Background: an optimization exercise with open tools, aiming at small area. Do not read the settings as production practice.
Where RTL was checked, it was by simulation tests only, not by an equivalence proof against the original.
No functional check of the RTL was part of runs 1 and 2.
Power figures rest on the tool's default switching activity, not on a simulated workload. The flow treats the clock pin as an ideal source, which a real chip does not have.

--- design/flow/flow/run.sh ---
#!/bin/bash
# Standard ORFS layout with these changes:
#  - synthesis maps logic with an area-only ABC script (abc_area.script here,
#    in a copy of the ORFS scripts folder made in the work folder);
#  - the smallest buffer on the ports;
#  - logic back at its smallest drive after synthesis, and the ports in a
#    fixed order (post_floorplan.tcl);
#  - a lighter clock tree (cts_args.txt).
set -euo pipefail
here=$(cd "$(dirname "$0")" && pwd)
work=$(pwd)
rm -rf "$work/orfs_scripts"
cp -r "$FLOW_HOME/scripts" "$work/orfs_scripts"
cp "$here/abc_area.script" "$work/orfs_scripts/abc_area.script"
export SCRIPTS_DIR="$work/orfs_scripts"
export BUFFER_PORTS_ARGS="-buffer_cell sky130_fd_sc_hd__buf_1"
export POST_FLOORPLAN_TCL="$here/post_floorplan.tcl"
export CTS_ARGS="-sink_clustering_enable -repair_clock_nets -dont_use_dummy_load $(cat "$here/cts_args.txt")"
bash standard.sh finish > flow_make.log 2>&1
--- design/flow/flow/abc_area.script ---
strash
dch
amap
topo
--- design/flow/flow/cts_args.txt ---
-sink_clustering_size 30 -sink_clustering_max_diameter 100
--- design/flow/flow/downsize.tcl ---
# Put logic cells back to their smallest drive after synthesis; the resizer
# upsizes again wherever slew, capacitance or timing needs it.
set db [ord::get_db]
set block [[$db getChip] getBlock]
set swapped 0
foreach inst [$block getInsts] {
  set m [[$inst getMaster] getName]
  if {[regexp {^(sky130_fd_sc_hd__(nor2|nand2|inv|a21oi|o21ai|nand3|nor3|nand4|nor4|a31oi|o31ai|a211oi|o211ai))_([0-9]+)$} $m -> base t n] && $n > 1} {
    set new [$db findMaster ${base}_1]
    if {$new ne "NULL"} {
      $inst swapMaster $new
      incr swapped
    }
  }
}
puts "downsize: swapped $swapped cells to drive 1"
--- design/flow/flow/pins.tcl ---
# Ports around the die in a fixed order: the four control inputs, the
# channel inputs, then the event bits by window stage (stage 63 first), all
# 16 channels of a stage side by side. Each stage's show line then stays
# local, and each channel's window chain runs once around the die.
set block [ord::get_db_block]
set die [$block getDieArea]
set W [ord::dbu_to_microns [$die xMax]]
set H [ord::dbu_to_microns [$die yMax]]

set pins [list clk rst trig_thresh event_saved]
for {set c 0} {$c < 16} {incr c} { lappend pins "ch_n\[$c\]" }
for {set k 63} {$k >= 0} {incr k -1} {
  for {set c 0} {$c < 16} {incr c} { lappend pins "evento\[[expr {$c * 64 + $k}]\]" }
}

set n [llength $pins]
set margin 6.0
set per_edge [expr {int(ceil($n / 4.0))}]

proc snap {v off pitch} { return [expr {$off + $pitch * round(($v - $off) / $pitch)}] }

set i 0
foreach p $pins {
  set edge [expr {$i / $per_edge}]
  set j [expr {$i % $per_edge}]
  if {$edge == 0 || $edge == 2} { set len $W } else { set len $H }
  set step [expr {($len - 2 * $margin) / $per_edge}]
  set d [expr {$margin + ($j + 0.5) * $step}]
  switch $edge {
    0 { set x [snap $d 0.23 0.46];              set y 0;  set l met2 }
    1 { set x $W; set y [snap $d 0.34 0.68];              set l met3 }
    2 { set x [snap [expr {$W - $d}] 0.23 0.46]; set y $H; set l met2 }
    3 { set x 0;  set y [snap [expr {$H - $d}] 0.34 0.68]; set l met3 }
  }
  place_pin -pin_name $p -layer $l -location [list $x $y] -force_to_die_boundary
  incr i
}
puts "pins: placed $n ports"
--- design/flow/flow/post_floorplan.tcl ---
set here [file dirname [info script]]
source [file join $here downsize.tcl]
source [file join $here pins.tcl]
--- design/flow/standard.sh ---
#!/bin/bash
# synth_recipe.tcl (not shown) runs the flow's synth.tcl, then flattens the netlist and writes it again
# the make line also repeats each setting of config.mk as NAME=value (left out here)
make -C /OpenROAD-flow-scripts/flow DESIGN_CONFIG=/design/flow/config.mk WORK_HOME=/design/flow/orfs CLKGATE_MAP_FILE= SYNTH_SCRIPT=/design/flow/synth_recipe.tcl "${@:-finish}"
--- design/flow/config.mk ---
export PLATFORM = sky130hd
export DESIGN_NAME = pulse_sampler
export DESIGN_NICKNAME = pulse_sampler
export VERILOG_FILES = /design/flow/design.v
export SDC_FILE = /design/flow/constraint.sdc
export NUM_CORES = 4
export LEC_CHECK = 0
export ABC_AREA = 1
export CAP_MARGIN = 0
export CORE_AREA = 8 8 442 442
export DIE_AREA = 0 0 450 450
export PLACE_DENSITY = 0.6
export SLEW_MARGIN = 0
export SYNTH_HIERARCHICAL = 1
export SYNTH_MINIMUM_KEEP_SIZE = 0
--- design/flow/constraint.sdc ---
create_clock -name core_clock -period 5.0 [get_ports {clk}]
set_input_delay 1.0000 -clock core_clock [delete_from_list [all_inputs] [get_ports {clk}]]
set_output_delay 1.0000 -clock core_clock [all_outputs]
set_load 0.01 [all_outputs]
--- design/flow/design.v ---
package daq_pkg;
    parameter int DEFAULT_N_CH   = 16;
    parameter int DEFAULT_WINDOW = 64;
    typedef enum logic [1:0] {
        STAND_BY = 2'd0,
        READING  = 2'd1,
        WAITING  = 2'd2
    } readout_state_e;
endpackage
module pulse_lane
#(
    parameter int WINDOW = daq_pkg::DEFAULT_WINDOW           
) (
    input  logic              clk,
    input  logic              rst,
    input  logic              pulse_n,              
    output logic [WINDOW-1:0] window_n              
);
    logic    sync_meta;                             
    logic    sync_q;                                
    logic    prev_q;                                
    logic    rise_n;                                
    always_ff @(posedge clk) begin
        if (rst) begin
            sync_meta <= 1'b0;
        end else begin
            sync_meta <= ~pulse_n;
        end
    end
    always_ff @(posedge clk) begin
        sync_q <= sync_meta;
        prev_q <= sync_q;
    end
    assign rise_n = ~(sync_q & ~prev_q);
    logic [WINDOW:0] hist_n;
    always_ff @(posedge clk) begin
        hist_n <= {rise_n, hist_n[WINDOW:1]};
    end
    assign window_n = hist_n[WINDOW-1:0];
endmodule
module event_readout
#(
    parameter int N_CH   = daq_pkg::DEFAULT_N_CH,            
    parameter int WINDOW = daq_pkg::DEFAULT_WINDOW           
) (
    input  logic                         clk,
    input  logic                         rst,
    input  logic [N_CH-1:0][WINDOW-1:0]  windows_n,     
    input  logic                         trig_thresh,   
    input  logic                         event_saved,   
    output logic [N_CH-1:0][WINDOW-1:0]  evento         
);
    logic reading_q;                                
    logic waiting_q;                                
    logic show_q;                                   
    always_ff @(posedge clk) begin
        if (rst) begin
            reading_q <= 1'b0;
            waiting_q <= 1'b0;
            show_q    <= 1'b0;
        end else begin
            reading_q <= ~reading_q & ~waiting_q & trig_thresh;
            waiting_q <= reading_q | (waiting_q & ~event_saved);
            show_q    <= reading_q;
        end
    end
    localparam logic [6:0] AGE0 = 7'(127 - (WINDOW + 2));
    logic [6:0] age_q;
    always_ff @(posedge clk) begin
        if (rst) begin
            age_q <= AGE0;
        end else if (age_q != 7'h7f) begin
            age_q <= age_q + 1'b1;
        end
    end
    logic [7:0] hi_ge;                              
    logic [7:0] hi_ge_n;                            
    logic [7:0] hi_eq;                              
    logic [7:0] lo_ge;                              
    event_mask_dec dec0 (
        .shown   (show_q & age_q[6]),
        .age_hi  (age_q[5:3]),
        .age_lo  (age_q[2:0]),
        .hi_ge   (hi_ge),
        .hi_ge_n (hi_ge_n),
        .hi_eq   (hi_eq),
        .lo_ge   (lo_ge)
    );
    logic [WINDOW-1:0] show_n;                      
    event_mask #(
        .WINDOW (WINDOW)
    ) mask0 (
        .hi_ge   (hi_ge),
        .hi_ge_n (hi_ge_n),
        .hi_eq   (hi_eq),
        .lo_ge   (lo_ge),
        .show_n  (show_n)
    );
    event_gate #(
        .N_CH   (N_CH),
        .WINDOW (WINDOW)
    ) gate0 (
        .show_n    (show_n),
        .windows_n (windows_n),
        .evento    (evento)
    );
endmodule
module event_gate
#(
    parameter int N_CH   = daq_pkg::DEFAULT_N_CH,
    parameter int WINDOW = daq_pkg::DEFAULT_WINDOW
) (
    input  logic [WINDOW-1:0]            show_n,
    input  logic [N_CH-1:0][WINDOW-1:0]  windows_n,
    output logic [N_CH-1:0][WINDOW-1:0]  evento
);
    for (genvar c = 0; c < N_CH; c++) begin : ch_g
        assign evento[c] = ~(show_n | windows_n[c]);
    end
endmodule
module event_mask_dec (
    input  logic       shown,                       
    input  logic [2:0] age_hi,
    input  logic [2:0] age_lo,
    output logic [7:0] hi_ge,                       
    output logic [7:0] hi_ge_n,                     
    output logic [7:0] hi_eq,                       
    output logic [7:0] lo_ge                        
);
    for (genvar i = 0; i < 8; i++) begin : dec_g
        assign hi_ge[i]   = shown & (age_hi >= 3'(i));
        assign hi_ge_n[i] = ~hi_ge[i];
        assign hi_eq[i]   = shown & (age_hi == 3'(i));
        assign lo_ge[i]   = (age_lo >= 3'(i));
    end
endmodule
module event_mask
#(
    parameter int WINDOW = daq_pkg::DEFAULT_WINDOW
) (
    input  logic [7:0]        hi_ge,
    input  logic [7:0]        hi_ge_n,
    input  logic [7:0]        hi_eq,
    input  logic [7:0]        lo_ge,
    output logic [WINDOW-1:0] show_n                
);
    for (genvar k = 0; k < WINDOW; k++) begin : pos_g
        localparam int T = 63 - k;                  
        if (T % 8 == 0) begin : whole_g
            assign show_n[k] = hi_ge_n[T / 8];
        end else if (T / 8 == 7) begin : top_g
            assign show_n[k] = ~(hi_eq[7] & lo_ge[T % 8]);
        end else begin : part_g
            assign show_n[k] = ~(hi_ge[T / 8 + 1] | (hi_eq[T / 8] & lo_ge[T % 8]));
        end
    end
endmodule
module pulse_sampler
#(
    parameter int N_CH   = daq_pkg::DEFAULT_N_CH,            
    parameter int WINDOW = daq_pkg::DEFAULT_WINDOW           
) (
    input  logic                         clk,
    input  logic                         rst,
    input  logic [N_CH-1:0]              ch_n,           
    input  logic                         trig_thresh,    
    input  logic                         event_saved,    
    output logic [N_CH*WINDOW-1:0]       evento          
);
    logic [N_CH-1:0][WINDOW-1:0] windows_n;
    for (genvar i = 0; i < N_CH; i++) begin : lane_g
        pulse_lane #(
            .WINDOW (WINDOW)
        ) lane (
            .clk      (clk),
            .rst      (rst),
            .pulse_n  (ch_n[i]),
            .window_n (windows_n[i])
        );
    end
    event_readout #(
        .N_CH   (N_CH),
        .WINDOW (WINDOW)
    ) readout0 (
        .clk         (clk),
        .rst         (rst),
        .windows_n   (windows_n),
        .trig_thresh (trig_thresh),
        .event_saved (event_saved),
        .evento      (evento)
    );
endmodule
==> metrics.json, run 1 <==
{
  "critical_path.most_common_cell": "sky130_fd_sc_hd__clkinv_1",
  "worst_slew_pin_tran_ns": 1.27,
  "max-slew-margin-rel": 0.157,
  "synth_area_per_cell_um2": 10.4,
  "critPathMaxFanout": 17,
  "cp_cell_sequence": "and2_0 > clkinv_1 > nor2_4 > clkinv_1 > nor2_1 > buf_4 > clkinv_1 > buf_4 > nor2_2 > a21oi_1 > nor2_1 > buf_1",
  "cts_sinks": 1098,
  "timing.hold.worst.class": "reg -> reg",
  "h-tree-depth": 2,
  "vias": 18732,
  "critPathCaptureType": "output pin",
  "wl_per_cell_um": 15.7,
  "irDropWorstVdd_uv": 360,
  "cp_slowest_cell": "sky130_fd_sc_hd__a21oi_1",
  "filler_cell_count": 20851,
  "drtAntennaViolNets": 0,
  "average_via_count_per_standard_cell": 3.17,
  "cts-buffers-inserted": 43,
  "crit_family": "simple AND/OR/NAND/NOR gates",
  "chipWidth_um": 450,
  "wire_length_of_the_first_global_routing_pass_um": 133000,
  "maximum_number_of_pins_on_one_net_before_global_route_repair": 31,
  "ys_warn_count": 8,
  "hpwl_after_dpl_um": 73000,
  "floorplan.initialDensity": 0.183,
  "cts_hold_buffers": 0,
  "first_pass_iteration_count_of_the_detailed_router": 5,
  "finish.utilization": 0.187,
  "worstSetupStartpointType": "flop",
  "area.growth.synth_to_final_pct": 2.29,
  "final_layout_size_suffix_gt1_frac": 0.0302,
  "timing.final.hold_violations": 0,
  "cts.path.max_buffers": 3,
  "floorplan.io_pins": 0,
  "first_global_vias": 19720,
  "finalNetCount": 3435,
  "worstSetupPathType": "reg -> out",
  "global_route.usage.total": 0.0855,
  "place.port_buffers": 1043,
  "critical_path.max_stage_delay_ns": 0.44,
  "cts_tree": "built",
  "finClkSkew_ns": 0.0442,
  "die_height_um": 450,
  "timing_max_transition_violations_final": 0,
  "drc": 0,
  "design.core.area_mm2": 0.187,
  "drtIter0Drc": 1149,
  "cts_post_setup_buffers_inserted": 0,
  "clk_pin_slew_worst_paths_ns": 0.11,
  "postRouteWirelength_um": 92900,
  "grt_overflow_total": 0,
  "die_area_mm2": 0.203,
  "antenna_violations_before_repair": 10,
  "p_per_area_mw_per_mm2": 392,
  "final_period_minus_worst_setup_slack_ns": 4.74,
  "gp_congestion": 0.840,
  "setup_violations": 0,
  "postSynthNetCount": 3336,
  "synthesis.instances": 3315,
  "data_required_time_at_the_worst_endpoint_ns": 4.00,
  "worst_ep_arrival_time_ns": 3.74,
  "setup_repair_after_global_routing_missed_its_margin": "yes",
  "clock_latency_ns": 0.66,
  "cts-root-buf": "sky130_fd_sc_hd__clkbuf_16",
  "p_leak_nw": 12.6,
  "fin_setup_tns_ns": 0,
  "max_cap_viol_count": 0,
  "final.period_utilization": 0.948,
  "critical_path_buffers_and_inverters": 6,
  "syn_area_mm2": 0.0343,
  "fmax_mhz": 211,
  "num_rows": 159,
  "status": "no timing/DRC/antenna violations"
}
==> cell usage in the layout (no fill, tap or decap), drive strengths merged <==
cell type	n
o221ai	3
ha	1
buf	1088
o221a	1
a21oi	51
or2	1
clkinv	21
nand2b	16
clkbuf	43
nand2	13
dfxtp	1098
nor2b	1
o311ai	1
diode	3
or3	1
nor4b	1
nand3	3
o21ai	4
and2	1
nor2	1059
nor3	5
==> cell type report <==
type	count	area, um^2	area share
inverter	21	80.1	0.00228
timing repair buffer	1088	4250	0.121
multi-input combinational	1162	4610	0.131
sequential	1098	22000	0.626
clock buffer	43	1080	0.0306
tap	2495	3120	0.0889
antenna	3	7.51	0.000214
==> worst register-to-register path, stage by stage, from the launching register on <==
cell                       delay [ns]
sky130_fd_sc_hd__dfxtp_2         0.32
sky130_fd_sc_hd__buf_4           0.44
sky130_fd_sc_hd__nand2_1         0.14
sky130_fd_sc_hd__nor4b_1         0.44
sky130_fd_sc_hd__nand2_1         0.18
sky130_fd_sc_hd__clkinv_1        0.15
sky130_fd_sc_hd__nor2_1          0.06
sky130_fd_sc_hd__o221ai_1        0.14
==> power breakdown <==
| group | leakage [nW] | total [mW] | internal, mW | switching [mW] |
|---|---|---|---|---|
| Clock | 0.530 | 4.04 | 1.55 | 2.49 |
| Combinational | 3.03 | 0.377 | 0.0942 | 0.282 |
| Sequential | 9.07 | 9.37 | 9.11 | 0.257 |
| Total | 12.6 | 13.8 | 10.8 | 3.03 |
==> worst paths after layout <==
check | start | to | slack (ns) | cells past startpoint
worst min register to register | lane_g[2].lane.hist_n[59]$_DFF_P_ | lane_g[2].lane.hist_n[58]$_DFF_P_ | 0.31 | 0
worst max-delay path | readout0.age_q[6]$_SDFFE_PP0P_ | evento[907] | 0.26 | 12
worst min-delay path | lane_g[2].lane.hist_n[59]$_DFF_P_ | lane_g[2].lane.hist_n[58]$_DFF_P_ | 0.31 | 0
worst max register to register | readout0.age_q[2]$_SDFFE_PP1P_ | readout0.age_q[3]$_SDFFE_PP1P_ | 3.03 | 7
==> stage by stage <==
step	area, um^2	instances	worst slack [ns]	hold WS [ns]	total power, mW
floorplan	34300	3315	1.56	0.310	9.99
global placement	34000	5864	-0.505	0.311	9.96
detailed placement	34000	5864	-0.517	0.312	9.96
CTS	35100	5907	0.0883	0.303	14.0
global route	35100	5908	-0.142	0.310	14.3
finish	35100	5910	0.260	0.310	13.8
==> state kept, by name, summed over array words and instances (netlist names) <==
| register | count |
|---|---|
| readout0.reading_q | 1 |
| lane_g.lane.sync_q | 16 |
| lane_g.lane.prev_q | 16 |
| lane_g.lane.hist_n | 1040 |
| readout0.show_q | 1 |
| readout0.age_q | 7 |
| readout0.waiting_q | 1 |
| lane_g.lane.sync_meta | 16 |
==> metal layers <==
metal | vias up | wire [um] | GRT usage
li1 | 9205 | - | -
met1 | 8732 | 41800 | 0.109
met2 | 728 | 42900 | 0.142
met3 | 67 | 6280 | 0.0235
met4 | 0 | 1930 | 0.0225
met5 | - | 0 | 0
==> timing repair <==
action / in CTS / in global routing
resized for setup: 6 / 0
endpoints found under the setup margin: 256 / 135
gates cloned: 0 / 0
==> run 2, diff against run 1 <==
==> design/flow/flow/cts_args.txt (replaced) <==
-sink_clustering_size 35 -sink_clustering_max_diameter 80
--- a/design/flow/config.mk
+++ b/design/flow/config.mk
@@ -8,7 +8,7 @@
 export ABC_AREA = 1
-export CAP_MARGIN = 0
+export CAP_MARGIN = 20
 export CORE_AREA = 8 8 442 442
 export DIE_AREA = 0 0 450 450
-export PLACE_DENSITY = 0.6
-export SLEW_MARGIN = 0
+export PLACE_DENSITY = 0.8
+export SLEW_MARGIN = 20
 export SYNTH_HIERARCHICAL = 1
==> run 2 against run 1 <==
Still clean on timing, DRC and antenna; combinational power rose by 11%; flip-flop and latch count did not move; clock skew rose by 0.014 ns; synthesized cell count did not move; maximum frequency rose by 3.0%; largest cell class unchanged.
==> metrics.json, run 2 <==
{
  "crit_family": "compound AO/OA/AOI/OAI gates",
  "setup_violations": {"value": 0, "change": "unchanged"},
  "floorplan.initialDensity": {"value": 0.183, "change": "unchanged"},
  "p_leak": {"value": 12.6, "unit": "nW", "change": "+0.14%"},
  "first_pass_iteration_count_of_the_detailed_router": {"value": 5, "change": "unchanged"},
  "rr_startpoint": "readout0.age_q[2]$_SDFFE_PP1P_",
  "global_route.usage.total": {"value": 0.0850, "change": "-0.000542"},
  "num_rows": {"value": 159, "change": "unchanged"},
  "status": "no timing/DRC/antenna violations",
  "area.growth.synth_to_final_pct": 2.52,
  "h-tree-depth": {"value": 2, "change": "unchanged"},
  "drtIter0Drc": {"value": 1366, "change": "+19%"},
  "hpwl_after_dpl": {"value": 72700, "unit": "um", "change": "-0.28%"},
  "syn_area": {"value": 0.0343, "unit": "mm^2", "change": "unchanged"},
  "critical_path_buffers_and_inverters": {"value": 3, "change": "-3"},
  "rrSetupSlack": {"value": 3.05, "unit": "ns", "change": "+0.02 ns"},
  "final_cell_mix": "1,097 x sky130_fd_sc_hd__dfxtp_1, 1,053 x sky130_fd_sc_hd__nor2_1, 1,043 x sky130_fd_sc_hd__buf_1, 41 x sky130_fd_sc_hd__clkbuf_16, 37 x sky130_fd_sc_hd__buf_4",
  "timing.final.hold_violations": {"value": 0, "change": "unchanged"},
  "chipWidth": {"value": 450, "unit": "um", "change": "unchanged"},
  "setup_repair_after_global_routing_missed_its_margin": "no",
  "synthesis.instances": {"value": 3315, "change": "unchanged"},
  "max-slew-margin-rel": {"value": 0.245, "change": "+0.0883"},
  "critPathCaptureType": "output pin",
  "gp_congestion": {"value": 0.802, "change": "-4.5%"},
  "worst_hold_slack": {"value": 0.313, "unit": "ns", "change": "+0.00375 ns"},
  "finish.utilization": {"value": 0.188, "change": "+0.000414"},
  "data_required_time_at_the_worst_endpoint": {"value": 4.00, "unit": "ns", "change": "about the same"},
  "fmax": {"value": 217, "unit": "MHz", "change": "+3.0%"},
  "grt_overflow_total": {"value": 0, "change": "unchanged"},
  "final.period_utilization": {"value": 0.920, "change": "-0.0274"},
  "fin_setup_tns": {"value": 0, "unit": "ns", "change": "unchanged"},
  "finalNetCount": {"value": 3430, "change": "-0.15%"},
  "p_per_area": {"value": 391, "unit": "mW/mm^2", "change": "-0.41%"},
  "worst_slew_pin_tran": {"value": 1.13, "unit": "ns", "change": "-0.132 ns"},
  "finClkSkew": {"value": 0.0580, "unit": "ns", "change": "+0.0138 ns"},
  "cts_sinks": {"value": 1098, "change": "unchanged"},
  "design.core.area": {"value": 0.187, "unit": "mm^2", "change": "unchanged"},
  "clk_pin_slew_worst_paths": {"value": 0.12, "unit": "ns", "change": "about the same"},
  "cp_slowest_cell": "sky130_fd_sc_hd__a21oi_1",
  "irDropWorstVdd": {"value": 425, "unit": "uV", "change": "+18%"},
  "worstSetupPathType": "reg -> out",
  "cts-buffers-inserted": {"value": 41, "change": "-4.7%"},
  "antenna_violations_before_repair": {"value": 11, "change": "+1"},
  "ys_warn_count": {"value": 8, "change": "unchanged"},
  "cp_cell_sequence": "nand2_1 > nor2_1 > nor2_1 > buf_4 > clkinv_1 > a21oi_1 > nor2_1 > buf_1",
  "timing.hold.worst.class": "reg -> reg",
  "drc": {"value": 0, "change": "unchanged"},
  "drtAntennaViolNets": {"value": 0, "change": "unchanged"},
  "cts_post_setup_buffers_inserted": {"value": 0, "change": "unchanged"},
  "die_area": {"value": 0.203, "unit": "mm^2", "change": "unchanged"},
  "wire_length_of_the_first_global_routing_pass": {"value": 130000, "unit": "um", "change": "-2.2%"},
  "cts-root-buf": "sky130_fd_sc_hd__clkbuf_16",
  "first_global_vias": {"value": 18650, "change": "-5.4%"},
  "final_layout_size_suffix_gt1_frac": {"value": 0.0376, "change": "+0.00738"},
  "whs_path_depth": {"value": 0, "change": "unchanged"},
  "die_height": {"value": 450, "unit": "um", "change": "unchanged"},
  "vias": {"value": 18864, "change": "+0.70%"},
  "critical_path.most_common_cell": "sky130_fd_sc_hd__nor2_1",
  "floorplan.io_pins": {"value": 0, "change": "unchanged"},
  "clock_latency": {"value": 0.66, "unit": "ns", "change": "about the same"},
  "worst_hold_path_ep": "lane_g[10].lane.hist_n[6]$_DFF_P_",
  "layout_commonest_cell": "sky130_fd_sc_hd__dfxtp_1",
  "timing_max_transition_violations_final": {"value": 0, "change": "unchanged"},
  "critPathMaxFanout": {"value": 17, "change": "unchanged"},
  "max_cap_viol_count": {"value": 0, "change": "unchanged"},
  "register_with_the_most_flip_flops": "lane_g.lane.hist_n",
  "cts.path.max_buffers": {"value": 3, "change": "unchanged"},
  "largest_reg_flops": {"value": 1040, "change": "unchanged"},
  "reg2regPathDepth": {"value": 6, "change": "-1"},
  "maximum_number_of_pins_on_one_net_before_global_route_repair": {"value": 36, "change": "+16%"},
  "wl_per_cell": {"value": 15.9, "unit": "um", "change": "+0.85%"},
  "worst_ep_arrival_time": {"value": 3.60, "unit": "ns", "change": "-0.14 ns"},
  "critical_path.max_stage_delay": {"value": 0.96, "unit": "ns", "change": "+0.52 ns"},
  "average_via_count_per_standard_cell": {"value": 3.20, "change": "+0.82%"},
  "timing.rr.end": "readout0.age_q[5]$_SDFFE_PP1P_",
  "cts_hold_buffers": {"value": 0, "change": "unchanged"},
  "place.port_buffers": {"value": 1043, "change": "unchanged"},
  "final_period_minus_worst_setup_slack": {"value": 4.60, "unit": "ns", "change": "-0.137 ns"},
  "synth_area_per_cell": {"value": 10.4, "unit": "um^2", "change": "unchanged"},
  "postRouteWirelength": {"value": 93600, "unit": "um", "change": "+0.73%"},
  "cts_tree": "built",
  "worstSetupStartpointType": "flop",
  "hold_path.startpoint": "lane_g[10].lane.hist_n[7]$_DFF_P_",
  "postSynthNetCount": {"value": 3336, "change": "unchanged"}
}
run 2: worst max path at each step:
stage	start	endpoint	slack, ns	cells past startpoint
floorplan	readout0.age_q[6]$_SDFFE_PP0P_	evento[12]	1.56	9
global placement	readout0.age_q[6]$_SDFFE_PP0P_	evento[14]	0.52	10
detailed placement	readout0.age_q[6]$_SDFFE_PP0P_	evento[334]	0.34	10
CTS	readout0.age_q[4]$_SDFFE_PP1P_	evento[125]	-0.06	9
global route	readout0.age_q[3]$_SDFFE_PP1P_	evento[299]	0.09	8
finish	readout0.age_q[3]$_SDFFE_PP1P_	evento[683]	0.40	8
run 2: final cells by class:
cell class	count	area (um^2)
Sequential cell	1098	22000
Multi-Input combinational cell	1162	4710
Inverter	21	83.8
Tap cell	2495	3120
Antenna cell	1	2.50
Clock buffer	41	1030
Timing Repair Buffer	1085	4280
Fill cell	20618	152000
run 2: power breakdown:
group | internal (mW) | switching, mW | total, mW
logic | 0.113 | 0.304 | 0.417
registers | 9.11 | 0.263 | 9.37
clock network | 1.48 | 2.48 | 3.97
run 2: repair_timing:
item / 4_1_cts / 5_1_grt
gates resized for setup: 2 / 3
cloned: 0 / 0
setup endpoints to repair: 158 / 104
run 2: metal layers:
metal | vias to the layer above | track usage | wire length, um
met1 | 8768 | 0.105 | 40900
met4 | 0 | 0.0237 | 2070
met3 | 72 | 0.0300 | 7560
met2 | 820 | 0.140 | 43000
met5 | - | 0 | 0
li1 | 9204 | - | -
run 2: through the flow:
stage                     instances  power (mW)  worst slack, ns  area [um^2]
after floorplan                3315        9.99             1.56        34300
after global placement         5854        9.97            0.521        34000
after detailed placement       5856        9.99            0.341        34000
after CTS                      5897        13.9          -0.0584        35100
after global routing           5903        14.2           0.0886        35200
final                          5903        13.8            0.398        35200
==> run 3, diff against run 2 <==
--- a/design/flow/design.v
+++ b/design/flow/design.v
@@ -52,16 +52,13 @@
 );
-    logic reading_q;                                
-    logic waiting_q;                                
-    logic show_q;                                   
+    logic [1:0] state_q;
+    logic       show_q;                             
     always_ff @(posedge clk) begin
         if (rst) begin
-            reading_q <= 1'b0;
-            waiting_q <= 1'b0;
-            show_q    <= 1'b0;
+            state_q <= 2'b00;
         end else begin
-            reading_q <= ~reading_q & ~waiting_q & trig_thresh;
-            waiting_q <= reading_q | (waiting_q & ~event_saved);
-            show_q    <= reading_q;
+            state_q[1] <= (~state_q[1] & state_q[0]) | (state_q[1] & ~event_saved);
+            state_q[0] <= (~state_q[1] & ~state_q[0] & trig_thresh) | (state_q[1] & ~event_saved);
         end
     end
+    assign show_q = state_q[1] & ~state_q[0];
     localparam logic [6:0] AGE0 = 7'(127 - (WINDOW + 2));
==> design/flow/flow/cts_args.txt (replaced) <==
-sink_clustering_size 35 -sink_clustering_max_diameter 70
==> design/flow/flow/pins.tcl (replaced) <==
# Ports along the bottom edge (left to right) and then the top edge (right
# to left), in a fixed order: the four control inputs, the channel inputs,
# then the event bits by window stage (stage 63 first), all 16 channels of
# a stage side by side. Each stage's show line then stays local, and each
# channel's window chain runs once along the die and back.
set block [ord::get_db_block]
set die [$block getDieArea]
set W [ord::dbu_to_microns [$die xMax]]
set H [ord::dbu_to_microns [$die yMax]]

set pins [list clk rst trig_thresh event_saved]
for {set c 0} {$c < 16} {incr c} { lappend pins "ch_n\[$c\]" }
for {set k 63} {$k >= 0} {incr k -1} {
  for {set c 0} {$c < 16} {incr c} { lappend pins "evento\[[expr {$c * 64 + $k}]\]" }
}

set n [llength $pins]
set margin 6.0
set per_edge [expr {int(ceil($n / 2.0))}]
set step [expr {($W - 2 * $margin) / $per_edge}]
# met2 tracks sit at 0.23 + 0.46 i; keep pins on every other track or wider
set tracks [expr {max(2, int(floor($step / 0.46)))}]

set i 0
foreach p $pins {
  set edge [expr {$i / $per_edge}]
  set j [expr {$i % $per_edge}]
  set t [expr {int(ceil(($margin - 0.23) / 0.46)) + $j * $tracks}]
  set x [expr {0.23 + 0.46 * $t}]
  if {$edge == 0} {
    set y 0
  } else {
    set x [expr {$W - $x}]
    set y $H
  }
  place_pin -pin_name $p -layer met2 -location [list $x $y] -force_to_die_boundary
  incr i
}
puts "pins: placed $n ports, $tracks tracks apart"
--- a/design/flow/config.mk
+++ b/design/flow/config.mk
@@ -8,7 +8,7 @@
 export ABC_AREA = 1
-export CAP_MARGIN = 20
-export CORE_AREA = 8 8 442 442
-export DIE_AREA = 0 0 450 450
-export PLACE_DENSITY = 0.8
-export SLEW_MARGIN = 20
+export CAP_MARGIN = 5
+export CORE_AREA = 8 8 492 112
+export DIE_AREA = 0 0 500 120
+export PLACE_DENSITY = 0.75
+export SLEW_MARGIN = 0
 export SYNTH_HIERARCHICAL = 1
==> run 3 against run 2 <==
Largest cell class unchanged; critical path depth did not move; still clean; final area fell by 7.4%; routed wire length fell by 16%; critical path type unchanged.
==> metrics.json, run 3 <==
{
  "timing.hold.worst.class": "reg -> reg",
  "p_total": {"value": 13.5, "unit": "mW", "change": "-1.7%"},
  "floorplan.initialDensity": {"value": 0.687, "change": "+0.504"},
  "final.period_utilization": {"value": 0.936, "change": "+0.0151"},
  "h-tree-depth": {"value": 2, "change": "unchanged"},
  "die_area": {"value": 0.0600, "unit": "mm^2", "change": "-70%"},
  "rr_startpoint": "readout0.age_q[3]$_SDFFE_PP1P_",
  "timing.final.hold_violations": {"value": 0, "change": "unchanged"},
  "cts_tree": "built",
  "max_cap_viol_count": {"value": 0, "change": "unchanged"},
  "drtAntennaViolNets": {"value": 0, "change": "unchanged"},
  "worstSetupStartpointType": "flop",
  "first_pass_iteration_count_of_the_detailed_router": {"value": 5, "change": "unchanged"},
  "cts_hold_buffers": {"value": 0, "change": "unchanged"},
  "antenna_violations_before_repair": {"value": 0, "change": "-11"},
  "syn_area": {"value": 0.0343, "unit": "mm^2", "change": "about the same"},
  "drc": {"value": 0, "change": "unchanged"},
  "floorplan.io_pins": {"value": 0, "change": "unchanged"},
  "timing_max_transition_violations_final": {"value": 0, "change": "unchanged"},
  "register_with_the_most_flip_flops": "lane_g.lane.hist_n",
  "gp_congestion": {"value": 0.964, "change": "+20%"},
  "cp_slowest_cell": "sky130_fd_sc_hd__dfxtp_1",
  "post-place-ws": {"value": 0.700, "unit": "ns", "change": "+0.359 ns"},
  "p_int": {"value": 10.6, "unit": "mW", "change": "-1.3%"},
  "worstSetupPathType": "reg -> out",
  "worst_hold_path_ep": "lane_g[1].lane.sync_q$_DFF_P_",
  "chipWidth": {"value": 500, "unit": "um", "change": "+11%"},
  "ys_warn_count": {"value": 8, "change": "unchanged"},
  "p_per_area": {"value": 415, "unit": "mW/mm^2", "change": "+6.2%"},
  "data_required_time_at_the_worst_endpoint": {"value": 4.00, "unit": "ns", "change": "about the same"},
  "total_switching_power": {"value": 2.96, "unit": "mW", "change": "-2.9%"},
  "status": "no timing/DRC/antenna violations",
  "place.port_buffers": {"value": 1043, "change": "unchanged"},
  "final_layout_size_suffix_gt1_frac": {"value": 0.0241, "change": "-0.0134"},
  "cts-root-buf": "sky130_fd_sc_hd__clkbuf_16",
  "synth_area_per_cell": {"value": 10.4, "unit": "um^2", "change": "about the same"},
  "p_leak": {"value": 12.5, "unit": "nW", "change": "-0.93%"},
  "global_route.usage.total": {"value": 0.244, "change": "+0.159"},
  "drtIter0Drc": {"value": 1412, "change": "+3.4%"},
  "fmax": {"value": 214, "unit": "MHz", "change": "-1.6%"},
  "setup_violations": {"value": 0, "change": "unchanged"},
  "final_cells": {"value": 4099, "change": "-31%"},
  "hpwl_after_dpl": {"value": 59800, "unit": "um", "change": "-18%"},
  "die_height": {"value": 120, "unit": "um", "change": "-73%"},
  "clock_latency": {"value": 0.61, "unit": "ns", "change": "-0.05 ns"},
  "finClkSkew": {"value": 0.0550, "unit": "ns", "change": "-0.00303 ns"},
  "first_global_vias": {"value": 17619, "change": "-5.5%"},
  "critical_path.most_common_cell": "sky130_fd_sc_hd__nor2_1",
  "postSynthNetCount": {"value": 3337, "change": "+0.030%"},
  "final_cell_mix": "1,097 x sky130_fd_sc_hd__dfxtp_1, 1,060 x sky130_fd_sc_hd__nor2_1, 1,043 x sky130_fd_sc_hd__buf_1, 49 x sky130_fd_sc_hd__a21oi_1",
  "critPathCaptureType": "output pin",
  "cts-buffers-inserted": {"value": 37, "change": "-9.8%"},
  "final_period_minus_worst_setup_slack": {"value": 4.68, "unit": "ns", "change": "+0.0756 ns"},
  "power.share.sequential": {"value": 0.688, "change": "+0.007"},
  "pwr-share-clk": {"value": 0.282, "change": "-0.006"},
  "setup_repair_after_global_routing_missed_its_margin": "no",
  "wl_per_cell": {"value": 19.3, "unit": "um", "change": "+22%"},
  "synthesis.instances": {"value": 3316, "change": "+0.030%"},
  "hold_path.startpoint": "lane_g[1].lane.sync_meta$_SDFF_PP0_",
  "design.core.area": {"value": 0.0500, "unit": "mm^2", "change": "-73%"},
  "rrSetupSlack": {"value": 2.99, "unit": "ns", "change": "-0.06 ns"},
  "cts.path.max_buffers": {"value": 3, "change": "unchanged"},
  "layout_commonest_cell": "sky130_fd_sc_hd__dfxtp_1",
  "worst_slew_pin_tran": {"value": 1.34, "unit": "ns", "change": "+0.209 ns"},
  "finalNetCount": {"value": 3422, "change": "-0.23%"},
  "irDropWorstVdd": {"value": 309, "unit": "uV", "change": "-27%"},
  "vias": {"value": 18279, "change": "-3.1%"},
  "average_via_count_per_standard_cell": {"value": 4.46, "change": "+40%"},
  "setup_ws": {"value": 0.322, "unit": "ns", "change": "-0.0756 ns"},
  "clk_pin_slew_worst_paths": {"value": 0.12, "unit": "ns", "change": "about the same"},
  "critical_path.max_stage_delay": {"value": 0.74, "unit": "ns", "change": "-0.22 ns"},
  "num_rows": {"value": 38, "change": "-76%"},
  "post-place-cells": {"value": 4056, "change": "-31%"},
  "wire_length_of_the_first_global_routing_pass": {"value": 113000, "unit": "um", "change": "-13%"},
  "cp_cell_sequence": "clkinv_1 > nor2_1 > clkinv_1 > nor2_1 > buf_4 > nand2_1 > nor2_1 > buf_1",
  "p_comb_frac": {"value": 0.029, "change": "about the same"},
  "critPathMaxFanout": {"value": 16, "change": "-1"},
  "fin_setup_tns": {"value": 0, "unit": "ns", "change": "unchanged"},
  "area.growth.synth_to_final_pct": -5.03,
  "crit_family": "simple AND/OR/NAND/NOR gates",
  "critical_path_buffers_and_inverters": {"value": 4, "change": "+1"},
  "num_antenna_cells": {"value": 0, "change": "-1"},
  "timing.rr.end": "readout0.age_q[3]$_SDFFE_PP1P_",
  "whs_path_depth": {"value": 0, "change": "unchanged"},
  "power_switching_share": {"value": 0.219, "change": "-0.00275"},
  "grt_overflow_total": {"value": 0, "change": "unchanged"},
  "cts_sinks": {"value": 1097, "change": "-0.091%"},
  "worst_ep_arrival_time": {"value": 3.68, "unit": "ns", "change": "+0.08 ns"},
  "maximum_number_of_pins_on_one_net_before_global_route_repair": {"value": 36, "change": "unchanged"},
  "postRouteWirelength": {"value": 79100, "unit": "um", "change": "-16%"},
  "max-slew-margin-rel": {"value": 0.105, "change": "-0.140"},
  "largest_reg_flops": {"value": 1040, "change": "unchanged"},
  "reg2regPathDepth": {"value": 6, "change": "unchanged"}
}
## run 3: area by class of cell
cell class,count,area (um^2)
well taps,700,876
inverters,22,90.1
repair buffers,1080,4190
clock buffers,37,926
fillers,4174,17400
flip-flops and latches,1097,22000
multi-input cells,1163,4550
## run 3: layer usage
layer / track usage / share of wire / vias to the layer above
li1: - / - / 9193
met1: 0.297 / 0.41 / 8629
met2: 0.457 / 0.53 / 335
met3: 0.0403 / 0.035 / 122
met4: 0.0548 / 0.022 / 0
met5: 0 / 0 / -
## run 3: power by group through the flow
stage / clock network [mW] / registers (mW) / logic [mW]
final: 3.82 / 9.32 / 0.396
after floorplan: 0 / 9.42 / 0.623
after global routing: 4.21 / 9.36 / 0.427
after detailed placement: 0 / 9.50 / 0.395
after CTS: 3.86 / 9.31 / 0.396
after global placement: 0 / 9.50 / 0.393
## run 3: metrics by stage
step	instance area (um^2)	hold slack (ns)	utilization
floorplan	34300	0.310	-
global placement	31600	0.310	0.632
detailed placement	31600	0.312	0.633
CTS	32500	0.282	0.651
global route	32600	0.285	0.652
finish	32600	0.279	0.652
## run 3: worst max-delay path by stage
stage / start / to / slack (ns) / depth (start not counted)
floorplan: readout0.state_q[1]$_SDFF_PP0_ / evento[12] / 1.52 / 9
global placement: readout0.state_q[1]$_SDFF_PP0_ / evento[905] / 0.82 / 12
detailed placement: readout0.state_q[1]$_SDFF_PP0_ / evento[526] / 0.70 / 12
CTS: readout0.state_q[1]$_SDFF_PP0_ / evento[526] / 0.19 / 12
global route: readout0.state_q[1]$_SDFF_PP0_ / evento[526] / 0.08 / 12
finish: readout0.age_q[4]$_SDFFE_PP1P_ / evento[640] / 0.32 / 8
## run 3: repair_timing
| item | 4_1_cts | 5_1_grt |
|---|---|---|
| buffers inserted | 0 | 1 |
| gates resized for setup | 1 | 3 |
| endpoints found under the setup margin | 2 | 192 |
==> run 4, diff against run 3 <==
==> design/flow/flow/cts_args.txt (replaced) <==
-sink_clustering_size 33 -sink_clustering_max_diameter 80
==> run 4 against run 3 <==
Flip-flop and latch count stayed put; final area up 0.13%; via count down 0.34%; largest cell class unchanged; largest power group unchanged; highest routed layer unchanged.
==> metrics.json, run 4 <==
{
  "synth_area_per_cell": {"value": 10.4, "unit": "um^2", "change": "unchanged"},
  "vias": {"value": 18216, "change": "-0.34%"},
  "max-slew-margin-rel": {"value": 0.108, "change": "+0.00310"},
  "timing_max_transition_violations_final": {"value": 0, "change": "unchanged"},
  "grt_overflow_total": {"value": 0, "change": "unchanged"},
  "fin_setup_tns": {"value": 0, "unit": "ns", "change": "unchanged"},
  "antenna_violations_before_repair": {"value": 0, "change": "unchanged"},
  "cts_tree": "built",
  "global_route.usage.total": {"value": 0.244, "change": "about the same"},
  "setup.worst_path.end": "evento[150]",
  "data_required_time_at_the_worst_endpoint": {"value": 4.00, "unit": "ns", "change": "about the same"},
  "postSynthNetCount": {"value": 3337, "change": "unchanged"},
  "timing.rr.end": "readout0.age_q[3]$_SDFFE_PP1P_",
  "synthesis.instances": {"value": 3316, "change": "unchanged"},
  "first_pass_iteration_count_of_the_detailed_router": {"value": 5, "change": "unchanged"},
  "rrSetupSlack": {"value": 2.99, "unit": "ns", "change": "about the same"},
  "syn_area": {"value": 0.0343, "unit": "mm^2", "change": "unchanged"},
  "largest_reg_flops": {"value": 1040, "change": "unchanged"},
  "setup_violations": {"value": 0, "change": "unchanged"},
  "final.period_utilization": {"value": 0.932, "change": "-0.00320"},
  "design.core.area": {"value": 0.0500, "unit": "mm^2", "change": "unchanged"},
  "drtIter0Drc": {"value": 1448, "change": "+2.5%"},
  "floorplan.io_pins": {"value": 0, "change": "unchanged"},
  "critPathCaptureType": "output pin",
  "status": "no timing/DRC/antenna violations",
  "die_height": {"value": 120, "unit": "um", "change": "unchanged"},
  "register_with_the_most_flip_flops": "lane_g.lane.hist_n",
  "pwr-share-clk": {"value": 0.287, "change": "+0.005"},
  "postRouteWirelength": {"value": 79100, "unit": "um", "change": "about the same"},
  "first_global_vias": {"value": 17653, "change": "+0.19%"},
  "fin_area": {"value": 0.0326, "unit": "mm^2", "change": "+0.13%"},
  "floorplan.initialDensity": {"value": 0.687, "change": "unchanged"},
  "fmax": {"value": 215, "unit": "MHz", "change": "+0.34%"},
  "cts_sinks": {"value": 1097, "change": "unchanged"},
  "worstSetupStartpointType": "flop",
  "finalNetCount": {"value": 3423, "change": "+0.029%"},
  "maximum_number_of_pins_on_one_net_before_global_route_repair": {"value": 34, "change": "-5.6%"},
  "clock_latency": {"value": 0.58, "unit": "ns", "change": "-0.03 ns"},
  "finClkSkew": {"value": 0.0602, "unit": "ns", "change": "+0.00523 ns"},
  "num_rows": {"value": 38, "change": "unchanged"},
  "layout_commonest_cell": "sky130_fd_sc_hd__dfxtp_1",
  "rr_startpoint": "readout0.age_q[3]$_SDFFE_PP1P_",
  "worstSetupPathType": "reg -> out",
  "power.share.sequential": {"value": 0.684, "change": "-0.004"},
  "p_per_area": {"value": 417, "unit": "mW/mm^2", "change": "+0.50%"},
  "num_antenna_cells": {"value": 0, "change": "unchanged"},
  "critPathLaunch": "readout0.age_q[1]$_SDFFE_PP0P_",
  "hpwl_after_dpl": {"value": 59800, "unit": "um", "change": "unchanged"},
  "reg2regPathDepth": {"value": 6, "change": "unchanged"},
  "power_switching_share": {"value": 0.219, "change": "about the same"},
  "worst_slew_pin_tran": {"value": 1.34, "unit": "ns", "change": "-0.00465 ns"},
  "average_via_count_per_standard_cell": {"value": 4.44, "change": "-0.37%"},
  "timing.hold.worst.class": "reg -> reg",
  "critPathMaxFanout": {"value": 16, "change": "unchanged"},
  "cts-buffers-inserted": {"value": 39, "change": "+5.4%"},
  "final_layout_size_suffix_gt1_frac": {"value": 0.0244, "change": "+0.000287"},
  "p_comb_frac": {"value": 0.029, "change": "about the same"},
  "drc": {"value": 0, "change": "unchanged"},
  "cts.path.max_buffers": {"value": 3, "change": "unchanged"},
  "irDropWorstVdd": {"value": 289, "unit": "uV", "change": "-6.3%"},
  "setup_ws": {"value": 0.338, "unit": "ns", "change": "+0.0160 ns"},
  "setup_repair_after_global_routing_missed_its_margin": "no",
  "max_cap_viol_count": {"value": 0, "change": "unchanged"},
  "wire_length_of_the_first_global_routing_pass": {"value": 113000, "unit": "um", "change": "about the same"},
  "gp_congestion": {"value": 0.964, "change": "unchanged"},
  "cts-root-buf": "sky130_fd_sc_hd__clkbuf_16",
  "timing.final.hold_violations": {"value": 0, "change": "unchanged"},
  "wl_per_cell": {"value": 19.3, "unit": "um", "change": "about the same"},
  "worst_ep_arrival_time": {"value": 3.66, "unit": "ns", "change": "-0.02 ns"},
  "p_leak": {"value": 12.5, "unit": "nW", "change": "+0.16%"},
  "drtAntennaViolNets": {"value": 0, "change": "unchanged"},
  "clk_pin_slew_worst_paths": {"value": 0.12, "unit": "ns", "change": "about the same"},
  "total_switching_power": {"value": 2.98, "unit": "mW", "change": "+0.59%"},
  "cts_hold_buffers": {"value": 0, "change": "unchanged"},
  "detailed_place.area": {"value": 0.0316, "unit": "mm^2", "change": "unchanged"},
  "filler_cell_count": {"value": 4143, "change": "-0.74%"},
  "die_area": {"value": 0.0600, "unit": "mm^2", "change": "unchanged"},
  "post-place-ws": {"value": 0.700, "unit": "ns", "change": "unchanged"},
  "area.growth.synth_to_final_pct": -4.91,
  "final_period_minus_worst_setup_slack": {"value": 4.66, "unit": "ns", "change": "-0.0160 ns"},
  "chipWidth": {"value": 500, "unit": "um", "change": "unchanged"},
  "place.port_buffers": {"value": 1043, "change": "unchanged"},
  "final_cell_mix": "1,097 x sky130_fd_sc_hd__dfxtp_1, 1,060 x sky130_fd_sc_hd__nor2_1, 1,043 x sky130_fd_sc_hd__buf_1, 49 x sky130_fd_sc_hd__a21oi_1, 39 x sky130_fd_sc_hd__clkbuf_16",
  "p_int": {"value": 10.6, "unit": "mW", "change": "+0.65%"},
  "ys_warn_count": {"value": 8, "change": "unchanged"},
  "h-tree-depth": {"value": 2, "change": "unchanged"}
}
## run 4: cell count changes in the layout (fill, tap and decap cells not counted), sizes merged
cell and change:
buf -1, clkbuf +2
## run 4: power groups by stage
| stage | clock [mW] | sequential (mW) | combinational [mW] |
|---|---|---|---|
| floorplan | 0 | 9.42 | 0.623 |
| global placement | 0 | 9.50 | 0.393 |
| detailed placement | 0 | 9.50 | 0.395 |
| CTS | 3.93 | 9.31 | 0.396 |
| global route | 4.30 | 9.36 | 0.428 |
| finish | 3.91 | 9.31 | 0.397 |
## run 4: critical path: stages (launching register included)
cell and delay, ns:
sky130_fd_sc_hd__dfxtp_1 0.36, sky130_fd_sc_hd__clkinv_1 0.15, sky130_fd_sc_hd__nand3_1 0.79, sky130_fd_sc_hd__a21oi_1 1.36, sky130_fd_sc_hd__nor2_1 0.21, sky130_fd_sc_hd__buf_1 0.20
## run 4: how the worst min path moves through the flow
stage                                         startpoint  cells after the start  slack [ns]                           endpoint
CTS                    lane_g[1].lane.hist_n[64]$_DFF_P_                      0        0.28  lane_g[1].lane.hist_n[63]$_DFF_P_
detailed placement  lane_g[11].lane.sync_meta$_SDFF_PP0_                      0        0.31     lane_g[11].lane.sync_q$_DFF_P_
global placement       lane_g[8].lane.hist_n[64]$_DFF_P_                      0        0.31  lane_g[8].lane.hist_n[63]$_DFF_P_
finish                 lane_g[1].lane.hist_n[64]$_DFF_P_                      0        0.28  lane_g[1].lane.hist_n[63]$_DFF_P_
global route           lane_g[1].lane.hist_n[64]$_DFF_P_                      0        0.26  lane_g[1].lane.hist_n[63]$_DFF_P_
floorplan              lane_g[0].lane.hist_n[64]$_DFF_P_                      0        0.31  lane_g[0].lane.hist_n[63]$_DFF_P_
## run 4: area by class of cell
cell class	count	area, um^2	area share
inverter	22	90.1	0.00276
clock buffer	39	976	0.0299
multi-input combinational	1163	4550	0.140
timing repair buffer	1079	4190	0.128
tap	700	876	0.0268
sequential	1097	22000	0.673
## run 4: layer usage
| metal | routed length [um] | share of wire | GRT usage | up-vias |
|---|---|---|---|---|
| met5 | 0 | 0 | 0 | - |
| met4 | 1890 | 0.024 | 0.0580 | 0 |
| met3 | 2620 | 0.033 | 0.0394 | 131 |
| met2 | 42100 | 0.53 | 0.457 | 319 |
| met1 | 32600 | 0.41 | 0.297 | 8563 |
| li1 | - | - | - | 9203 |
## run 4: per-stage QoR
step | instances | hold slack, ns | util | total power [mW]
2_1_floorplan | 3316 | 0.310 | - | 10.0
3_3_place_gp | 4054 | 0.310 | 0.632 | 9.89
3_5_place_dp | 4056 | 0.312 | 0.633 | 9.89
4_1_cts | 4095 | 0.276 | 0.652 | 13.6
5_1_grt | 4100 | 0.263 | 0.653 | 14.1
6_report | 4100 | 0.278 | 0.653 | 13.6
## run 4: what timing repair did
action                     in CTS  in global routing
resized for setup               0                  4
setup buffers                   0                  1
setup endpoints to repair       0                163
==> run 5, diff against run 4 <==
==> design/flow/flow/cts_args.txt (replaced) <==
-sink_clustering_size 30 -sink_clustering_max_diameter 100
==> run 5 against run 4 <==
Still clean; core utilization rose by 0.17 points; critical path depth did not move; clock-buffer cell count rose by 3; worst setup slack got worse by 0.0029 ns; critical endpoint unchanged; largest power group unchanged.
==> metrics.json, run 5 <==
{
  "status": "no timing/DRC/antenna violations",
  "p_per_area": {"value": 419, "unit": "mW/mm^2", "change": "+0.53%"},
  "cts_tree": "built",
  "final_cells": {"value": 4104, "change": "+0.098%"},
  "drc": {"value": 0, "change": "unchanged"},
  "worst_ep_arrival_time": {"value": 3.66, "unit": "ns", "change": "about the same"},
  "hpwl_after_dpl": {"value": 59800, "unit": "um", "change": "unchanged"},
  "postSynthNetCount": {"value": 3337, "change": "unchanged"},
  "cts_sinks": {"value": 1097, "change": "unchanged"},
  "vias": {"value": 18233, "change": "+0.093%"},
  "wire_length_of_the_first_global_routing_pass": {"value": 114000, "unit": "um", "change": "+0.63%"},
  "whs_path_depth": {"value": 0, "change": "unchanged"},
  "synthesis.instances": {"value": 3316, "change": "unchanged"},
  "worst_hold_path_ep": "lane_g[1].lane.hist_n[63]$_DFF_P_",
  "rrSetupSlack": {"value": 3.01, "unit": "ns", "change": "+0.02 ns"},
  "finalNetCount": {"value": 3427, "change": "+0.12%"},
  "setup_violations": {"value": 0, "change": "unchanged"},
  "cts-buffers-inserted": {"value": 42, "change": "+7.7%"},
  "num_antenna_cells": {"value": 0, "change": "unchanged"},
  "first_pass_iteration_count_of_the_detailed_router": {"value": 5, "change": "unchanged"},
  "final_period_minus_worst_setup_slack": {"value": 4.66, "unit": "ns", "change": "+0.00286 ns"},
  "timing.hold.worst.class": "reg -> reg",
  "worst_slew_pin_tran": {"value": 1.35, "unit": "ns", "change": "+0.0169 ns"},
  "p_leak": {"value": 12.6, "unit": "nW", "change": "+0.33%"},
  "worstSetupPathType": "reg -> out",
  "irDropWorstVdd": {"value": 253, "unit": "uV", "change": "-13%"},
  "chipWidth": {"value": 500, "unit": "um", "change": "unchanged"},
  "cts-root-buf": "sky130_fd_sc_hd__clkbuf_16",
  "hold_path.startpoint": "lane_g[1].lane.hist_n[64]$_DFF_P_",
  "finClkSkew": {"value": 0.0447, "unit": "ns", "change": "-0.0155 ns"},
  "setup_repair_after_global_routing_missed_its_margin": "no",
  "wl_per_cell": {"value": 19.3, "unit": "um", "change": "+0.13%"},
  "layout_commonest_cell": "sky130_fd_sc_hd__dfxtp_1",
  "use_met3": {"value": 0.0407, "change": "+0.00128"},
  "area.growth.synth_to_final_pct": -4.67,
  "die_area": {"value": 0.0600, "unit": "mm^2", "change": "unchanged"},
  "die_height": {"value": 120, "unit": "um", "change": "unchanged"},
  "max-slew-margin-rel": {"value": 0.0971, "change": "-0.0113"},
  "fin_setup_tns": {"value": 0, "unit": "ns", "change": "unchanged"},
  "max_cap_viol_count": {"value": 0, "change": "unchanged"},
  "filler_cell_count": {"value": 4125, "change": "-0.43%"},
  "antenna_violations_before_repair": {"value": 0, "change": "unchanged"},
  "final_layout_size_suffix_gt1_frac": {"value": 0.0256, "change": "+0.00115"},
  "ys_warn_count": {"value": 8, "change": "unchanged"},
  "worstSetupStartpointType": "flop",
  "grt_use_met2": {"value": 0.462, "change": "+0.00581"},
  "floorplan.initialDensity": {"value": 0.687, "change": "unchanged"},
  "h-tree-depth": {"value": 2, "change": "unchanged"},
  "groute.layer.met1.usage": {"value": 0.298, "change": "+0.000823"},
  "drtIter0Drc": {"value": 1346, "change": "-7.0%"},
  "synth_area_per_cell": {"value": 10.4, "unit": "um^2", "change": "unchanged"},
  "floorplan.io_pins": {"value": 0, "change": "unchanged"},
  "place.port_buffers": {"value": 1043, "change": "unchanged"},
  "postRouteWirelength": {"value": 79300, "unit": "um", "change": "+0.23%"},
  "data_required_time_at_the_worst_endpoint": {"value": 4.00, "unit": "ns", "change": "about the same"},
  "final_cell_mix": "1,097 x sky130_fd_sc_hd__dfxtp_1, 1,060 x sky130_fd_sc_hd__nor2_1, 1,043 x sky130_fd_sc_hd__buf_1, 49 x sky130_fd_sc_hd__a21oi_1, 42 x sky130_fd_sc_hd__clkbuf_16",
  "gp_congestion": {"value": 0.964, "change": "unchanged"},
  "average_via_count_per_standard_cell": {"value": 4.44, "change": "about the same"},
  "timing_max_transition_violations_final": {"value": 0, "change": "unchanged"},
  "timing.final.hold_violations": {"value": 0, "change": "unchanged"},
  "critPathCaptureType": "output pin",
  "busiest_layer": "met2",
  "reg2regPathDepth": {"value": 6, "change": "unchanged"},
  "final.period_utilization": {"value": 0.933, "change": "about the same"},
  "drtAntennaViolNets": {"value": 0, "change": "unchanged"},
  "cts.path.max_buffers": {"value": 3, "change": "unchanged"},
  "clk_pin_slew_worst_paths": {"value": 0.11, "unit": "ns", "change": "about the same"},
  "num_rows": {"value": 38, "change": "unchanged"},
  "design.core.area": {"value": 0.0500, "unit": "mm^2", "change": "unchanged"},
  "clock_latency": {"value": 0.61, "unit": "ns", "change": "+0.03 ns"},
  "maximum_number_of_pins_on_one_net_before_global_route_repair": {"value": 31, "change": "-8.8%"},
  "register_with_the_most_flip_flops": "lane_g.lane.hist_n",
  "post-place-cells": {"value": 4056, "change": "unchanged"},
  "first_global_vias": {"value": 17804, "change": "+0.86%"},
  "grt_overflow_total": {"value": 0, "change": "unchanged"},
  "critPathMaxFanout": {"value": 16, "change": "unchanged"},
  "timing.rr.end": "readout0.age_q[3]$_SDFFE_PP1P_",
  "fmax": {"value": 214, "unit": "MHz", "change": "about the same"},
  "global_route.usage.total": {"value": 0.246, "change": "+0.00180"},
  "rr_startpoint": "readout0.age_q[3]$_SDFFE_PP1P_",
  "largest_reg_flops": {"value": 1040, "change": "unchanged"},
  "syn_area": {"value": 0.0343, "unit": "mm^2", "change": "unchanged"}
}
[run 5: changes by cell type in the layout (fill, tap and decap cells not counted)]
cell / delta
sky130_fd_sc_hd__clkbuf_16: +3
sky130_fd_sc_hd__buf_4: +1
[run 5: repair_timing]
action	in CTS	in global routing
hold buffers	0	0
endpoints found under the setup margin	1	202
setup buffers	0	1
gates resized for setup	1	3
[run 5: stage by stage]
| stage | area [um^2] | hold slack (ns) | utilization | power, mW | setup slack [ns] |
|---|---|---|---|---|---|
| final | 32700 | 0.310 | 0.655 | 13.7 | 0.335 |
| after global routing | 32700 | 0.304 | 0.655 | 14.2 | 0.0705 |
| after CTS | 32700 | 0.306 | 0.654 | 13.8 | 0.193 |
| after detailed placement | 31600 | 0.312 | 0.633 | 9.89 | 0.700 |
| after global placement | 31600 | 0.310 | 0.632 | 9.89 | 0.818 |
| after floorplan | 34300 | 0.310 | - | 10.0 | 1.52 |
[run 5: power breakdown]
part           internal, mW  switching (mW)
Sequential             9.10           0.211
Clock                  1.53            2.49
Combinational         0.109           0.289
Total                  10.7            2.99
[run 5: worst max-delay path by stage]
stage / from / to / slack, ns / cells after the start
floorplan: readout0.state_q[1]$_SDFF_PP0_ / evento[12] / 1.52 / 9
global placement: readout0.state_q[1]$_SDFF_PP0_ / evento[905] / 0.82 / 12
detailed placement: readout0.state_q[1]$_SDFF_PP0_ / evento[526] / 0.70 / 12
CTS: readout0.state_q[1]$_SDFF_PP0_ / evento[526] / 0.19 / 12
global route: readout0.state_q[1]$_SDFF_PP0_ / evento[526] / 0.07 / 12
finish: readout0.age_q[1]$_SDFFE_PP0P_ / evento[150] / 0.34 / 5
[run 5: final cells by class]
type / count / area [um^2] / area share
well taps: 700 / 876 / 0.0268
inverters: 22 / 90.1 / 0.00275
repair buffers: 1080 / 4190 / 0.128
clock buffers: 42 / 1050 / 0.0321
flip-flops and latches: 1097 / 22000 / 0.671
multi-input cells: 1163 / 4550 / 0.139
[run 5: worst max-delay path, cell delays in order (launching register included)]
cell	delay (ns)
sky130_fd_sc_hd__dfxtp_1	0.36
sky130_fd_sc_hd__clkinv_1	0.15
sky130_fd_sc_hd__nand3_1	0.79
sky130_fd_sc_hd__a21oi_1	1.35
sky130_fd_sc_hd__nor2_1	0.20
sky130_fd_sc_hd__buf_1	0.19
[run 5: routing by layer]
metal	wire length (um)	part of all wire	vias to the layer above
li1	-	-	9213
met1	32700	0.41	8574
met2	42300	0.53	327
met3	2660	0.033	119
met4	1720	0.022	0
met5	0	0	-
==> run 6, diff against run 5 <==
--- a/design/flow/design.v
+++ b/design/flow/design.v
@@ -52,13 +52,16 @@
 );
-    logic [1:0] state_q;
-    logic       show_q;                             
+    logic reading_q;                                
+    logic waiting_q;                                
+    logic shown_q;                                  
     always_ff @(posedge clk) begin
         if (rst) begin
-            state_q <= 2'b00;
+            reading_q <= 1'b0;
+            waiting_q <= 1'b0;
+            shown_q   <= 1'b0;
         end else begin
-            state_q[1] <= (~state_q[1] & state_q[0]) | (state_q[1] & ~event_saved);
-            state_q[0] <= (~state_q[1] & ~state_q[0] & trig_thresh) | (state_q[1] & ~event_saved);
+            reading_q <= ~reading_q & ~waiting_q & trig_thresh;
+            waiting_q <= reading_q | (waiting_q & ~event_saved);
+            shown_q   <= reading_q & (age_q[6] | (&age_q[5:0]));    
         end
     end
-    assign show_q = state_q[1] & ~state_q[0];
     localparam logic [6:0] AGE0 = 7'(127 - (WINDOW + 2));
@@ -77,3 +80,3 @@
     event_mask_dec dec0 (
-        .shown   (show_q & age_q[6]),
+        .shown   (shown_q),
         .age_hi  (age_q[5:3]),
==> run 6 against run 5 <==
Sequential power hardly changed; clock-buffer cell count stayed put; area after synthesis hardly changed; flip-flop and latch count is 1 higher; worst hold slack better by 0.0013 ns; first-iteration DRC count is 10% higher; final area is 0.41% lower; critical path type unchanged; non-clock buffer count is 19 lower; register-to-register slack better by 0.06 ns.
==> metrics.json, run 6 <==
{
  "status": "no timing/DRC/antenna violations",
  "postSynthNetCount": {"value": 3337, "change": "unchanged"},
  "timing.final.hold_violations": {"value": 0, "change": "unchanged"},
  "max_cap_viol_count": {"value": 0, "change": "unchanged"},
  "setup_repair_after_global_routing_missed_its_margin": "no",
  "die_area": {"value": 0.0600, "unit": "mm^2", "change": "unchanged"},
  "worst_ep_arrival_time": {"value": 3.63, "unit": "ns", "change": "-0.03 ns"},
  "global_route.usage.total": {"value": 0.240, "change": "-0.00603"},
  "p_per_area": {"value": 423, "unit": "mW/mm^2", "change": "+0.87%"},
  "first_global_vias": {"value": 17280, "change": "-2.9%"},
  "cts_sinks": {"value": 1098, "change": "+0.091%"},
  "critical_path_buffers_and_inverters": {"value": 4, "change": "+2"},
  "design.core.area": {"value": 0.0500, "unit": "mm^2", "change": "unchanged"},
  "gp_congestion": {"value": 0.957, "change": "-0.72%"},
  "critPathMaxFanout": {"value": 17, "change": "+1"},
  "chipWidth": {"value": 500, "unit": "um", "change": "unchanged"},
  "average_via_count_per_standard_cell": {"value": 4.43, "change": "-0.32%"},
  "drtAntennaViolNets": {"value": 0, "change": "unchanged"},
  "setup_violations": {"value": 0, "change": "unchanged"},
  "maximum_number_of_pins_on_one_net_before_global_route_repair": {"value": 31, "change": "unchanged"},
  "layout_commonest_cell": "sky130_fd_sc_hd__dfxtp_1",
  "first_pass_iteration_count_of_the_detailed_router": {"value": 5, "change": "unchanged"},
  "worst_slew_pin_tran": {"value": 1.27, "unit": "ns", "change": "-0.0852 ns"},
  "fmax": {"value": 216, "unit": "MHz", "change": "+0.83%"},
  "ys_warn_count": {"value": 8, "change": "unchanged"},
  "data_required_time_at_the_worst_endpoint": {"value": 4.00, "unit": "ns", "change": "about the same"},
  "drc": {"value": 0, "change": "unchanged"},
  "h-tree-depth": {"value": 2, "change": "unchanged"},
  "cts_post_setup_buffers_inserted": {"value": 0, "change": "unchanged"},
  "timing.hold.worst.class": "reg -> reg",
  "synthesis.instances": {"value": 3316, "change": "unchanged"},
  "cp_cell_sequence": "clkinv_1 > nor2_1 > clkinv_1 > nor2_1 > clkinvlp_4 > nor2_2 > a21oi_1 > nor2_1 > buf_1",
  "place.port_buffers": {"value": 1043, "change": "unchanged"},
  "finalNetCount": {"value": 3408, "change": "-0.55%"},
  "synth_area_per_cell": {"value": 10.4, "unit": "um^2", "change": "about the same"},
  "worstSetupPathType": "reg -> out",
  "floorplan.initialDensity": {"value": 0.687, "change": "about the same"},
  "max-slew-margin-rel": {"value": 0.154, "change": "+0.0568"},
  "worst_hold_slack": {"value": 0.311, "unit": "ns", "change": "+0.00131 ns"},
  "irDropWorstVdd": {"value": 218, "unit": "uV", "change": "-14%"},
  "die_height": {"value": 120, "unit": "um", "change": "unchanged"},
  "fin_setup_tns": {"value": 0, "unit": "ns", "change": "unchanged"},
  "fin_area": {"value": 0.0326, "unit": "mm^2", "change": "-0.41%"},
  "critPathCaptureType": "output pin",
  "cts.path.max_buffers": {"value": 3, "change": "unchanged"},
  "num_rows": {"value": 38, "change": "unchanged"},
  "cts_tree": "built",
  "area.growth.synth_to_final_pct": -5.09,
  "critical_path.max_stage_delay": {"value": 0.48, "unit": "ns", "change": "-0.87 ns"},
  "clock_latency": {"value": 0.60, "unit": "ns", "change": "about the same"},
  "detailed_place.area": {"value": 0.0315, "unit": "mm^2", "change": "-0.34%"},
  "timing_max_transition_violations_final": {"value": 0, "change": "unchanged"},
  "postCtsResizedCells": {"value": 0, "change": "-1"},
  "final_period_minus_worst_setup_slack": {"value": 4.63, "unit": "ns", "change": "-0.0386 ns"},
  "wire_length_of_the_first_global_routing_pass": {"value": 111000, "unit": "um", "change": "-2.3%"},
  "postRouteWirelength": {"value": 78600, "unit": "um", "change": "-0.90%"},
  "register_with_the_most_flip_flops": "lane_g.lane.hist_n",
  "setup_ws": {"value": 0.374, "unit": "ns", "change": "+0.0386 ns"},
  "hpwl_after_dpl": {"value": 58700, "unit": "um", "change": "-1.8%"},
  "syn_area": {"value": 0.0343, "unit": "mm^2", "change": "about the same"},
  "critical_path.most_common_cell": "sky130_fd_sc_hd__nor2_1",
  "grt_overflow_total": {"value": 0, "change": "unchanged"},
  "finClkSkew": {"value": 0.0340, "unit": "ns", "change": "-0.0107 ns"},
  "final.period_utilization": {"value": 0.925, "change": "-0.00772"},
  "clk_pin_slew_worst_paths": {"value": 0.11, "unit": "ns", "change": "about the same"},
  "filler_cell_count": {"value": 4113, "change": "-0.29%"},
  "cp_slowest_cell": "sky130_fd_sc_hd__nor2_1",
  "vias": {"value": 18099, "change": "-0.73%"},
  "wl_per_cell": {"value": 19.2, "unit": "um", "change": "-0.49%"},
  "largest_reg_flops": {"value": 1040, "change": "unchanged"},
  "drtIter0Drc": {"value": 1483, "change": "+10%"},
  "cts-root-buf": "sky130_fd_sc_hd__clkbuf_16",
  "worstSetupStartpointType": "flop",
  "antenna_violations_before_repair": {"value": 2, "change": "+2"},
  "final_layout_size_suffix_gt1_frac": {"value": 0.0198, "change": "-0.00576"},
  "crit_family": "simple AND/OR/NAND/NOR gates",
  "post-place-ws": {"value": 0.876, "unit": "ns", "change": "+0.177 ns"},
  "final_cell_mix": "1,098 x sky130_fd_sc_hd__dfxtp_1, 1,056 x sky130_fd_sc_hd__nor2_1, 1,043 x sky130_fd_sc_hd__buf_1, 50 x sky130_fd_sc_hd__a21oi_1, 42 x sky130_fd_sc_hd__clkbuf_16",
  "cts-buffers-inserted": {"value": 42, "change": "unchanged"},
  "final_cells": {"value": 4087, "change": "-0.41%"},
  "p_leak": {"value": 12.5, "unit": "nW", "change": "-0.59%"},
  "cts_hold_buffers": {"value": 0, "change": "unchanged"},
  "floorplan.io_pins": {"value": 0, "change": "unchanged"},
  "post-place-cells": {"value": 4040, "change": "-0.39%"}
}
[run 6: cell type report]
type / instances / area [um^2] / area share
flip-flops and latches: 1098 / 22000 / 0.674
multi-input cells: 1163 / 4550 / 0.140
repair buffers: 1061 / 4050 / 0.124
clock buffers: 42 / 1050 / 0.0322
well taps: 700 / 876 / 0.0269
inverters: 21 / 82.6 / 0.00253
diodes: 2 / 5.00 / 0.000154
[run 6: through the flow]
step                      utilization  power [mW]
after floorplan                     -        10.1
after global routing            0.652        14.2
after CTS                       0.651        13.8
after detailed placement        0.630        9.92
after global placement          0.630        9.92
final                           0.652        13.8
[run 6: path summary, 6_finish.rpt]
check / start / to / slack, ns / cells after the start
worst max register to register: readout0.age_q[2]$_SDFFE_PP1P_ / readout0.age_q[5]$_SDFFE_PP1P_ / 3.07 / 8
worst max-delay path: readout0.age_q[5]$_SDFFE_PP1P_ / evento[266] / 0.37 / 9
worst min-delay path: lane_g[12].lane.sync_meta$_SDFF_PP0_ / lane_g[12].lane.sync_q$_DFF_P_ / 0.31 / 0
worst min register to register: lane_g[12].lane.sync_meta$_SDFF_PP0_ / lane_g[12].lane.sync_q$_DFF_P_ / 0.31 / 0
[run 6: layer usage]
metal,part of all wire,global-route usage
met3,0.037,0.0407
met5,0,0
met4,0.021,0.0507
met1,0.40,0.289
met2,0.54,0.453
[run 6: power by group]
group          total (mW)  internal [mW]  switching (mW)
Combinational       0.427          0.111           0.315
Sequential           9.31           9.11           0.203
Clock                4.05           1.53            2.53
Total                13.8           10.7            3.04

[port drivers added, routing unchanged]
Ports are ideal in the flow. The routed layouts listed here were re-timed in OpenROAD.
Step 1 (the two cells are an assumption about what drives the block):
set clk [get_ports {clk}]
set_driving_cell -lib_cell sky130_fd_sc_hd__clkbuf_16 $clk
set_driving_cell -lib_cell sky130_fd_sc_hd__buf_2 [delete_from_list [all_inputs] $clk]
Step 2 moves the port delays by t, midway between the first and last clock arrival at a register: inputs arrive t later, outputs are due t later. That takes back most of the time a late clock gives input paths.
Slacks: ideal / step 1 / step 2; pairs: ideal / step 1.
run	t, ns	setup slack, ns	pins driven straight from the clock port
run 1	0.720	0.260 / 0.182 / 0.903	1
run 2	0.718	0.398 / 0.320 / 1.038	1
run 3	0.643	0.322 / 0.262 / 0.906	1
run 4	0.615	0.338 / 0.280 / 0.895	1
run 5	0.647	0.335 / 0.276 / 0.922	1
run 6	0.643	0.374 / 0.311 / 0.955	1
After both steps every run listed still meets setup and hold.
